Source: an optimization exercise on an open RTL-to-GDS flow (aim: small area, a short achievable clock period and few clock cycles). Production flows keep margins and buffers that such runs may drop.
In this exercise RTL edits were held to simulation tests only and were not proved equivalent to the original.
Power figures rest on the tool's default switching activity, not on a simulated workload.

==> inputs of run M <==
## merge_sort_engine
module merge_sort_engine
(
    input  logic                               clk,
    input  logic                               rst_n,
    input  logic                               start,
    output logic                               busy,
    input  logic signed [mse_pkg::DATA_W-1:0]  item_value,
    input  logic                               is_last,
    output logic                               result_strobe,
    output logic signed [mse_pkg::DATA_W-1:0]  sorted_value,
    output logic                               run_end,
    output logic                               dropped_items
);
    logic                               req_store;
    logic                               req_close;
    logic                               req_drop;
    logic signed [mse_pkg::DATA_W-1:0]  req_value;
    mse_ctrl u_ctrl
    (
        .clk        (clk),
        .rst_n      (rst_n),
        .start      (start),
        .is_last    (is_last),
        .item_value (item_value),
        .busy       (busy),
        .req_store  (req_store),
        .req_close  (req_close),
        .req_drop   (req_drop),
        .req_value  (req_value)
    );
    mse_datapath u_datapath
    (
        .clk           (clk),
        .rst_n         (rst_n),
        .req_store     (req_store),
        .req_close     (req_close),
        .req_drop      (req_drop),
        .req_value     (req_value),
        .next_value    (item_value),
        .result_strobe (result_strobe),
        .sorted_value  (sorted_value),
        .run_end       (run_end),
        .dropped_items (dropped_items)
    );
endmodule
==> flow/config.mk <==
export PLATFORM = sky130hd
export DESIGN_NAME = merge_sort_engine
export DESIGN_NICKNAME = merge_sort_engine
export VERILOG_FILES = /design/flow/design.v
export SDC_FILE = /design/flow/constraint.sdc
export NUM_CORES = 4
export LEC_CHECK = 0
export CAP_MARGIN = 20
export CORE_MARGIN = 2
export CORE_UTILIZATION = 40
export PLACE_DENSITY = 0.48
export SETUP_SLACK_MARGIN = 3.7
export SLEW_MARGIN = 20
==> flow/constraint.sdc <==
create_clock -name core_clock -period 6.5 [get_ports {clk}]
set_input_delay 1.3000 -clock core_clock [delete_from_list [all_inputs] [get_ports {clk}]]
set_output_delay 1.3000 -clock core_clock [all_outputs]
set_load 0.01 [all_outputs]
run.sh (not shown) runs the stock make flow with config.mk's settings and CLKGATE_MAP_FILE= SYNTH_SCRIPT=/design/flow/synth_recipe.tcl, a recipe that flattens the netlist after the stock synthesis.
==> inputs of run P, as changes to run M <==
--- a/flow/design.v
+++ b/flow/design.v
@@ -98,13 +98,12 @@
     logic                  ins_reg;
     logic                  close_reg;
     logic                  drop_reg;
     logic signed [W-1:0]   x_reg;
     logic signed [W-1:0]   val_reg [N];   
-    logic [N-1:0]          vld_reg;       
-    logic [N-1:0]          opn_reg;       
-    logic [N-1:0]          gen_reg;       
+    logic [N-1:0]          cls_reg;
+    logic [N-1:0]          tag_reg;
     logic [N-1:0]          gt_reg;        
     logic                  gen_open_reg;
     logic                  drop_head_reg;
     logic                  pop_reg;       
     logic [N+1:0]          big;           
@@ -121,11 +120,11 @@
     begin
         big[0]   = 1'b0;
         big[N+1] = 1'b1;
         for (int i = 0; i < N; i++)
         begin
-            big[i+1]  = !vld_reg[i] || (opn_reg[i] && gt_reg[i]);
+            big[i+1]  = !cls_reg[i] && (!tag_reg[i] || gt_reg[i]);
             gt_new[i] = greater(~val_reg[i], req_value);
         end
         gt_new[N] = 1'b1;
         gt_x      = gtx_reg;
     end
@@ -151,56 +150,57 @@
         end
     end
     always_comb
     begin
         if (!pop_reg)
-            pop_nxt = close_reg && (vld_reg[0] || ins_reg);
+            pop_nxt = close_reg && (tag_reg[0] || ins_reg);
         else if (ins_reg && big[2])
             pop_nxt = close_reg;
         else
-            pop_nxt = vld_reg[1] && (!opn_reg[1] || close_reg);
+            pop_nxt = cls_reg[1] || (tag_reg[1] && close_reg);
     end
     logic signed [W-1:0] val_nxt [N];
-    logic [N-1:0]        vld_nxt;
-    logic [N-1:0]        opn_nxt;
-    logic [N-1:0]        gen_nxt;
+    logic [N-1:0]        cls_mv;
+    logic [N-1:0]        tag_mv;
+    logic [N-1:0]        cls_nxt;
+    logic [N-1:0]        tag_nxt;
     logic [N-1:0]        gt_nxt;
     always_comb
     begin
         for (int i = 0; i < N; i++)
         begin
             val_nxt[i] = ({W{s_hold[i]}} & val_reg[i]) | ({W{s_x[i]}} & ~x_reg);
-            vld_nxt[i] = (s_hold[i] & vld_reg[i]) | s_x[i];
-            opn_nxt[i] = ((s_hold[i] & opn_reg[i]) | s_x[i]) & !close_reg;
-            gen_nxt[i] = (s_hold[i] & gen_reg[i]) | (s_x[i] & gen_open_reg);
+            cls_mv[i]  = s_hold[i] & cls_reg[i];
+            tag_mv[i]  = (s_hold[i] & tag_reg[i]) | s_x[i];
             gt_nxt[i]  = (s_hold[i] & gt_new[i]) | (s_x[i] & gt_x);
             if (i > 0)
             begin
                 val_nxt[i] = val_nxt[i] | ({W{s_lo[i]}} & val_reg[(i+N-1)%N]);
-                vld_nxt[i] = vld_nxt[i] | (s_lo[i] & vld_reg[(i+N-1)%N]);
-                opn_nxt[i] = opn_nxt[i] | (s_lo[i] & opn_reg[(i+N-1)%N] & !close_reg);
-                gen_nxt[i] = gen_nxt[i] | (s_lo[i] & gen_reg[(i+N-1)%N]);
-                gt_nxt[i]  = gt_nxt[i]  | (s_lo[i] & gt_new[(i+N-1)%N]);
+                cls_mv[i]  = cls_mv[i] | (s_lo[i] & cls_reg[(i+N-1)%N]);
+                tag_mv[i]  = tag_mv[i] | (s_lo[i] & tag_reg[(i+N-1)%N]);
+                gt_nxt[i]  = gt_nxt[i] | (s_lo[i] & gt_new[(i+N-1)%N]);
             end
             if (i < N-1)
             begin
                 val_nxt[i] = val_nxt[i] | ({W{s_hi[i]}} & val_reg[(i+1)%N]);
-                vld_nxt[i] = vld_nxt[i] | (s_hi[i] & vld_reg[(i+1)%N]);
-                opn_nxt[i] = opn_nxt[i] | (s_hi[i] & opn_reg[(i+1)%N] & !close_reg);
-                gen_nxt[i] = gen_nxt[i] | (s_hi[i] & gen_reg[(i+1)%N]);
+                cls_mv[i]  = cls_mv[i] | (s_hi[i] & cls_reg[(i+1)%N]);
+                tag_mv[i]  = tag_mv[i] | (s_hi[i] & tag_reg[(i+1)%N]);
             end
             gt_nxt[i] = gt_nxt[i] | (s_hi[i] & gt_new[i+1]);
+            cls_nxt[i] = cls_mv[i] | (close_reg & tag_mv[i]);
+            tag_nxt[i] = cls_mv[i] ? tag_mv[i] : (tag_mv[i] & (!close_reg || gen_open_reg));
         end
     end
     always_ff @(posedge clk or negedge rst_n)
     begin
         if (!rst_n)
         begin
             ins_reg       <= 1'b0;
             close_reg     <= 1'b0;
             drop_reg      <= 1'b0;
-            vld_reg       <= '0;
+            cls_reg       <= '0;
+            tag_reg       <= '0;
             pop_reg       <= 1'b0;
             mv_ins_reg    <= 1'b0;
             mv_both_reg   <= 1'b0;
             mv_rem_reg    <= 1'b0;
             mv_any_reg    <= 1'b0;
@@ -210,11 +210,12 @@
         else
         begin
             ins_reg   <= req_store;
             close_reg <= req_close;
             drop_reg  <= req_drop;
-            vld_reg   <= vld_nxt;
+            cls_reg   <= cls_nxt;
+            tag_reg   <= tag_nxt;
             pop_reg     <= pop_nxt;
             mv_ins_reg  <= req_store && !pop_nxt;
             mv_both_reg <= req_store && pop_nxt;
             mv_rem_reg  <= !req_store && pop_nxt;
             mv_any_reg  <= req_store || pop_nxt;
@@ -229,15 +230,13 @@
     always_ff @(posedge clk)
     begin
         x_reg       <= req_value;
         gtx_reg     <= greater(req_value, next_value);
         out_val_reg <= ~val_nxt[0];
-        run_end_reg <= !vld_nxt[1] || (gen_nxt[1] != gen_nxt[0]);
+        run_end_reg <= !cls_nxt[1] || (tag_nxt[1] != tag_nxt[0]);
         for (int i = 0; i < N; i++)
             val_reg[i] <= val_nxt[i];
-        opn_reg <= opn_nxt;
-        gen_reg <= gen_nxt;
         gt_reg  <= gt_nxt;
     end
 endmodule
 module merge_sort_engine
 (
--- a/flow/config.mk
+++ b/flow/config.mk
@@ -5,9 +5,9 @@
 export SDC_FILE = /design/flow/constraint.sdc
 export NUM_CORES = 4
 export LEC_CHECK = 0
 export CAP_MARGIN = 20
 export CORE_MARGIN = 2
-export CORE_UTILIZATION = 40
-export PLACE_DENSITY = 0.48
+export CORE_UTILIZATION = 35
+export PLACE_DENSITY = 0.42
 export SETUP_SLACK_MARGIN = 3.7
 export SLEW_MARGIN = 20
==> inputs of run X, as changes to run M <==
--- a/flow/design.v
+++ b/flow/design.v
@@ -98,34 +98,45 @@
     logic                  ins_reg;
     logic                  close_reg;
     logic                  drop_reg;
     logic signed [W-1:0]   x_reg;
     logic signed [W-1:0]   val_reg [N];   
-    logic [N-1:0]          vld_reg;       
-    logic [N-1:0]          opn_reg;       
-    logic [N-1:0]          gen_reg;       
+    logic [N-1:0]          cls_reg;
+    logic [N-1:0]          tag_reg;
     logic [N-1:0]          gt_reg;        
     logic                  gen_open_reg;
     logic                  drop_head_reg;
     logic                  pop_reg;       
     logic [N+1:0]          big;           
     logic [N:0]            gt_new;        
     logic                  gt_x;
     logic                  gtx_reg;       
     logic signed [W-1:0]   out_val_reg;   
     logic                  run_end_reg;   
-    assign result_strobe = pop_reg;
+    logic                  strobe_reg;
+    logic                  drop_out_reg;
+    logic                  drop_head_nxt;
+    assign result_strobe = strobe_reg;
     assign sorted_value  = out_val_reg;
     assign run_end       = run_end_reg;
-    assign dropped_items = drop_head_reg;
+    assign dropped_items = drop_out_reg;
+    always_comb
+    begin
+        if (close_reg && drop_reg)
+            drop_head_nxt = 1'b1;
+        else if (pop_reg && run_end_reg)
+            drop_head_nxt = 1'b0;
+        else
+            drop_head_nxt = drop_head_reg;
+    end
     always_comb
     begin
         big[0]   = 1'b0;
         big[N+1] = 1'b1;
         for (int i = 0; i < N; i++)
         begin
-            big[i+1]  = !vld_reg[i] || (opn_reg[i] && gt_reg[i]);
+            big[i+1]  = !cls_reg[i] && (!tag_reg[i] || gt_reg[i]);
             gt_new[i] = greater(~val_reg[i], req_value);
         end
         gt_new[N] = 1'b1;
         gt_x      = gtx_reg;
     end
@@ -151,56 +162,57 @@
         end
     end
     always_comb
     begin
         if (!pop_reg)
-            pop_nxt = close_reg && (vld_reg[0] || ins_reg);
+            pop_nxt = close_reg && (tag_reg[0] || ins_reg);
         else if (ins_reg && big[2])
             pop_nxt = close_reg;
         else
-            pop_nxt = vld_reg[1] && (!opn_reg[1] || close_reg);
+            pop_nxt = cls_reg[1] || (tag_reg[1] && close_reg);
     end
     logic signed [W-1:0] val_nxt [N];
-    logic [N-1:0]        vld_nxt;
-    logic [N-1:0]        opn_nxt;
-    logic [N-1:0]        gen_nxt;
+    logic [N-1:0]        cls_mv;
+    logic [N-1:0]        tag_mv;
+    logic [N-1:0]        cls_nxt;
+    logic [N-1:0]        tag_nxt;
     logic [N-1:0]        gt_nxt;
     always_comb
     begin
         for (int i = 0; i < N; i++)
         begin
             val_nxt[i] = ({W{s_hold[i]}} & val_reg[i]) | ({W{s_x[i]}} & ~x_reg);
-            vld_nxt[i] = (s_hold[i] & vld_reg[i]) | s_x[i];
-            opn_nxt[i] = ((s_hold[i] & opn_reg[i]) | s_x[i]) & !close_reg;
-            gen_nxt[i] = (s_hold[i] & gen_reg[i]) | (s_x[i] & gen_open_reg);
+            cls_mv[i]  = s_hold[i] & cls_reg[i];
+            tag_mv[i]  = (s_hold[i] & tag_reg[i]) | s_x[i];
             gt_nxt[i]  = (s_hold[i] & gt_new[i]) | (s_x[i] & gt_x);
             if (i > 0)
             begin
                 val_nxt[i] = val_nxt[i] | ({W{s_lo[i]}} & val_reg[(i+N-1)%N]);
-                vld_nxt[i] = vld_nxt[i] | (s_lo[i] & vld_reg[(i+N-1)%N]);
-                opn_nxt[i] = opn_nxt[i] | (s_lo[i] & opn_reg[(i+N-1)%N] & !close_reg);
-                gen_nxt[i] = gen_nxt[i] | (s_lo[i] & gen_reg[(i+N-1)%N]);
-                gt_nxt[i]  = gt_nxt[i]  | (s_lo[i] & gt_new[(i+N-1)%N]);
+                cls_mv[i]  = cls_mv[i] | (s_lo[i] & cls_reg[(i+N-1)%N]);
+                tag_mv[i]  = tag_mv[i] | (s_lo[i] & tag_reg[(i+N-1)%N]);
+                gt_nxt[i]  = gt_nxt[i] | (s_lo[i] & gt_new[(i+N-1)%N]);
             end
             if (i < N-1)
             begin
                 val_nxt[i] = val_nxt[i] | ({W{s_hi[i]}} & val_reg[(i+1)%N]);
-                vld_nxt[i] = vld_nxt[i] | (s_hi[i] & vld_reg[(i+1)%N]);
-                opn_nxt[i] = opn_nxt[i] | (s_hi[i] & opn_reg[(i+1)%N] & !close_reg);
-                gen_nxt[i] = gen_nxt[i] | (s_hi[i] & gen_reg[(i+1)%N]);
+                cls_mv[i]  = cls_mv[i] | (s_hi[i] & cls_reg[(i+1)%N]);
+                tag_mv[i]  = tag_mv[i] | (s_hi[i] & tag_reg[(i+1)%N]);
             end
             gt_nxt[i] = gt_nxt[i] | (s_hi[i] & gt_new[i+1]);
+            cls_nxt[i] = cls_mv[i] | (close_reg & tag_mv[i]);
+            tag_nxt[i] = cls_mv[i] ? tag_mv[i] : (tag_mv[i] & (!close_reg || gen_open_reg));
         end
     end
     always_ff @(posedge clk or negedge rst_n)
     begin
         if (!rst_n)
         begin
             ins_reg       <= 1'b0;
             close_reg     <= 1'b0;
             drop_reg      <= 1'b0;
-            vld_reg       <= '0;
+            cls_reg       <= '0;
+            tag_reg       <= '0;
             pop_reg       <= 1'b0;
             mv_ins_reg    <= 1'b0;
             mv_both_reg   <= 1'b0;
             mv_rem_reg    <= 1'b0;
             mv_any_reg    <= 1'b0;
@@ -210,34 +222,32 @@
         else
         begin
             ins_reg   <= req_store;
             close_reg <= req_close;
             drop_reg  <= req_drop;
-            vld_reg   <= vld_nxt;
+            cls_reg   <= cls_nxt;
+            tag_reg   <= tag_nxt;
             pop_reg     <= pop_nxt;
             mv_ins_reg  <= req_store && !pop_nxt;
             mv_both_reg <= req_store && pop_nxt;
             mv_rem_reg  <= !req_store && pop_nxt;
             mv_any_reg  <= req_store || pop_nxt;
             if (close_reg)
                 gen_open_reg <= !gen_open_reg;
-            if (close_reg && drop_reg)
-                drop_head_reg <= 1'b1;
-            else if (pop_reg && run_end)
-                drop_head_reg <= 1'b0;
+            drop_head_reg <= drop_head_nxt;
         end
     end
     always_ff @(posedge clk)
     begin
         x_reg       <= req_value;
+        strobe_reg  <= pop_nxt && rst_n;
+        drop_out_reg <= drop_head_nxt;
         gtx_reg     <= greater(req_value, next_value);
         out_val_reg <= ~val_nxt[0];
-        run_end_reg <= !vld_nxt[1] || (gen_nxt[1] != gen_nxt[0]);
+        run_end_reg <= !cls_nxt[1] || (tag_nxt[1] != tag_nxt[0]);
         for (int i = 0; i < N; i++)
             val_reg[i] <= val_nxt[i];
-        opn_reg <= opn_nxt;
-        gen_reg <= gen_nxt;
         gt_reg  <= gt_nxt;
     end
 endmodule
 module merge_sort_engine
 (
--- a/flow/config.mk
+++ b/flow/config.mk
@@ -7,7 +7,7 @@
 export LEC_CHECK = 0
 export CAP_MARGIN = 20
 export CORE_MARGIN = 2
 export CORE_UTILIZATION = 40
 export PLACE_DENSITY = 0.48
-export SETUP_SLACK_MARGIN = 3.7
+export SETUP_SLACK_MARGIN = 3.8
 export SLEW_MARGIN = 20
==> impl_summary.txt <==
----------------------------------------------------
[Yosys]
  Multiplexer area fraction after synthesis ... 0.001432
  Net count after synthesis ... ~15,000
  Part of the Yosys area used for sequential elements ... 0.3841

[Setup path]
  FF-to-FF Start ... u_ctrl.req_value[19]

[Route]
  Met3 wire len ... approximately 100,000 um
  Average detailed-routed wire length per instance ... between 30 and 40 um

[Cells and area]
  Highest-count cells in the layout ignoring fill and taps ... sky130_fd_sc_hd__dfxtp_1, sky130_fd_sc_hd__o21ai_0, sky130_fd_sc_hd__nand2_1, sky130_fd_sc_hd__a222oi_1, sky130_fd_sc_hd__a22oi_1

[Outcome]
  Result of the run ... complete, no violations

----------------------------------------------------
That was run X.
==> impl_summary.txt <==
----------------------------------------------------
[Outcome]
  Result of the run ... complete, no violations

[Route]
  Average detailed-routed wire length per instance ... 38.53 um
  Met3 wire len ... just over 90,000 um

[Yosys]
  Simple-Gate Fraction of Synth Area ... 0.09370
  Multiplexer area fraction after synthesis ... 0.006114
  Post-synthesis cell type with the largest combined area ... sky130_fd_sc_hd__dfxtp_1
  Net count after synthesis ... between 15,000 and 20,000
  Part of the Yosys area used for sequential elements ... 0.3863

[Clocking]
  Hold-fix buffers at CTS ... 0

[Cells and area]
  Highest-count cells in the layout ignoring fill and taps ... sky130_fd_sc_hd__dfxtp_1, sky130_fd_sc_hd__nand2_1, sky130_fd_sc_hd__o21ai_0, sky130_fd_sc_hd__a22oi_1, sky130_fd_sc_hd__a222oi_1

[Setup path]
  FF-to-FF Start ... u_ctrl.req_value[9]

----------------------------------------------------
That was run M.
==> impl_summary.txt <==
----------------------------------------------------
[Outcome]
  Result of the run ... complete, no violations

[Route]
  Average detailed-routed wire length per instance ... approximately 39 um
  Met3 wire len ... between 70,000 and 80,000 um
  Number of vias per cell ... about 7.4

[Yosys]
  Part of the Yosys area used for sequential elements ... 0.3911
  Multiplexer area fraction after synthesis ... 0.001193

[Pwr]
  Pleak ... 50.48 nW
  Sw Share ... 0.4285

[Cells and area]
  Highest-count cells in the layout ignoring fill and taps ... sky130_fd_sc_hd__dfxtp_1, sky130_fd_sc_hd__o21ai_0, sky130_fd_sc_hd__nand2_1, sky130_fd_sc_hd__a222oi_1, sky130_fd_sc_hd__a22oi_1
  Fraction of standard cell area that is sequential ... 0.3260

[Placement]
  Buffers on Ports ... 70

[STA]
  Final-report hold violation count ... 0

[Setup path]
  FF-to-FF Start ... u_ctrl.req_value[1]

----------------------------------------------------
That was run P.
Testbench counts of run M, summed over its fixed seeds: cycles 7,325.
Testbench counts of run P, summed over its fixed seeds: cycles 7,325.
Testbench counts of run X, summed over its fixed seeds: cycles 7,325.

==> afterwards: timing with drivers on the ports <==
The flow's constraints put no driver on any port. The routed layouts listed below were extracted and timed again, unchanged, in two steps.
Step 1 (the two cells are an assumption about what drives the block):
set clk [get_ports {clk}]
set_driving_cell -lib_cell sky130_fd_sc_hd__clkbuf_16 $clk
set_driving_cell -lib_cell sky130_fd_sc_hd__buf_2 [delete_from_list [all_inputs] $clk]
Step 2 also shifts input and output timing later by t, the mid clock arrival at the registers, as if the neighbouring blocks saw the same clock.
a / b / c = ideal ports / drivers / drivers and shift; a / b = the first two.
run	shift t [ns]	setup slack, ns	worst setup path at the end
run M	1.036	3.553 / 3.537 / 2.620	input to register
run P	1.046	3.341 / 3.341 / 2.583	input to register
run X	1.054	3.527 / 3.527 / 3.007	input to register
After both steps setup and hold are still met in every run listed. For run M, which loses most, drivers alone change the setup slack by -0.016 ns; drivers and shift together by -0.933 ns.
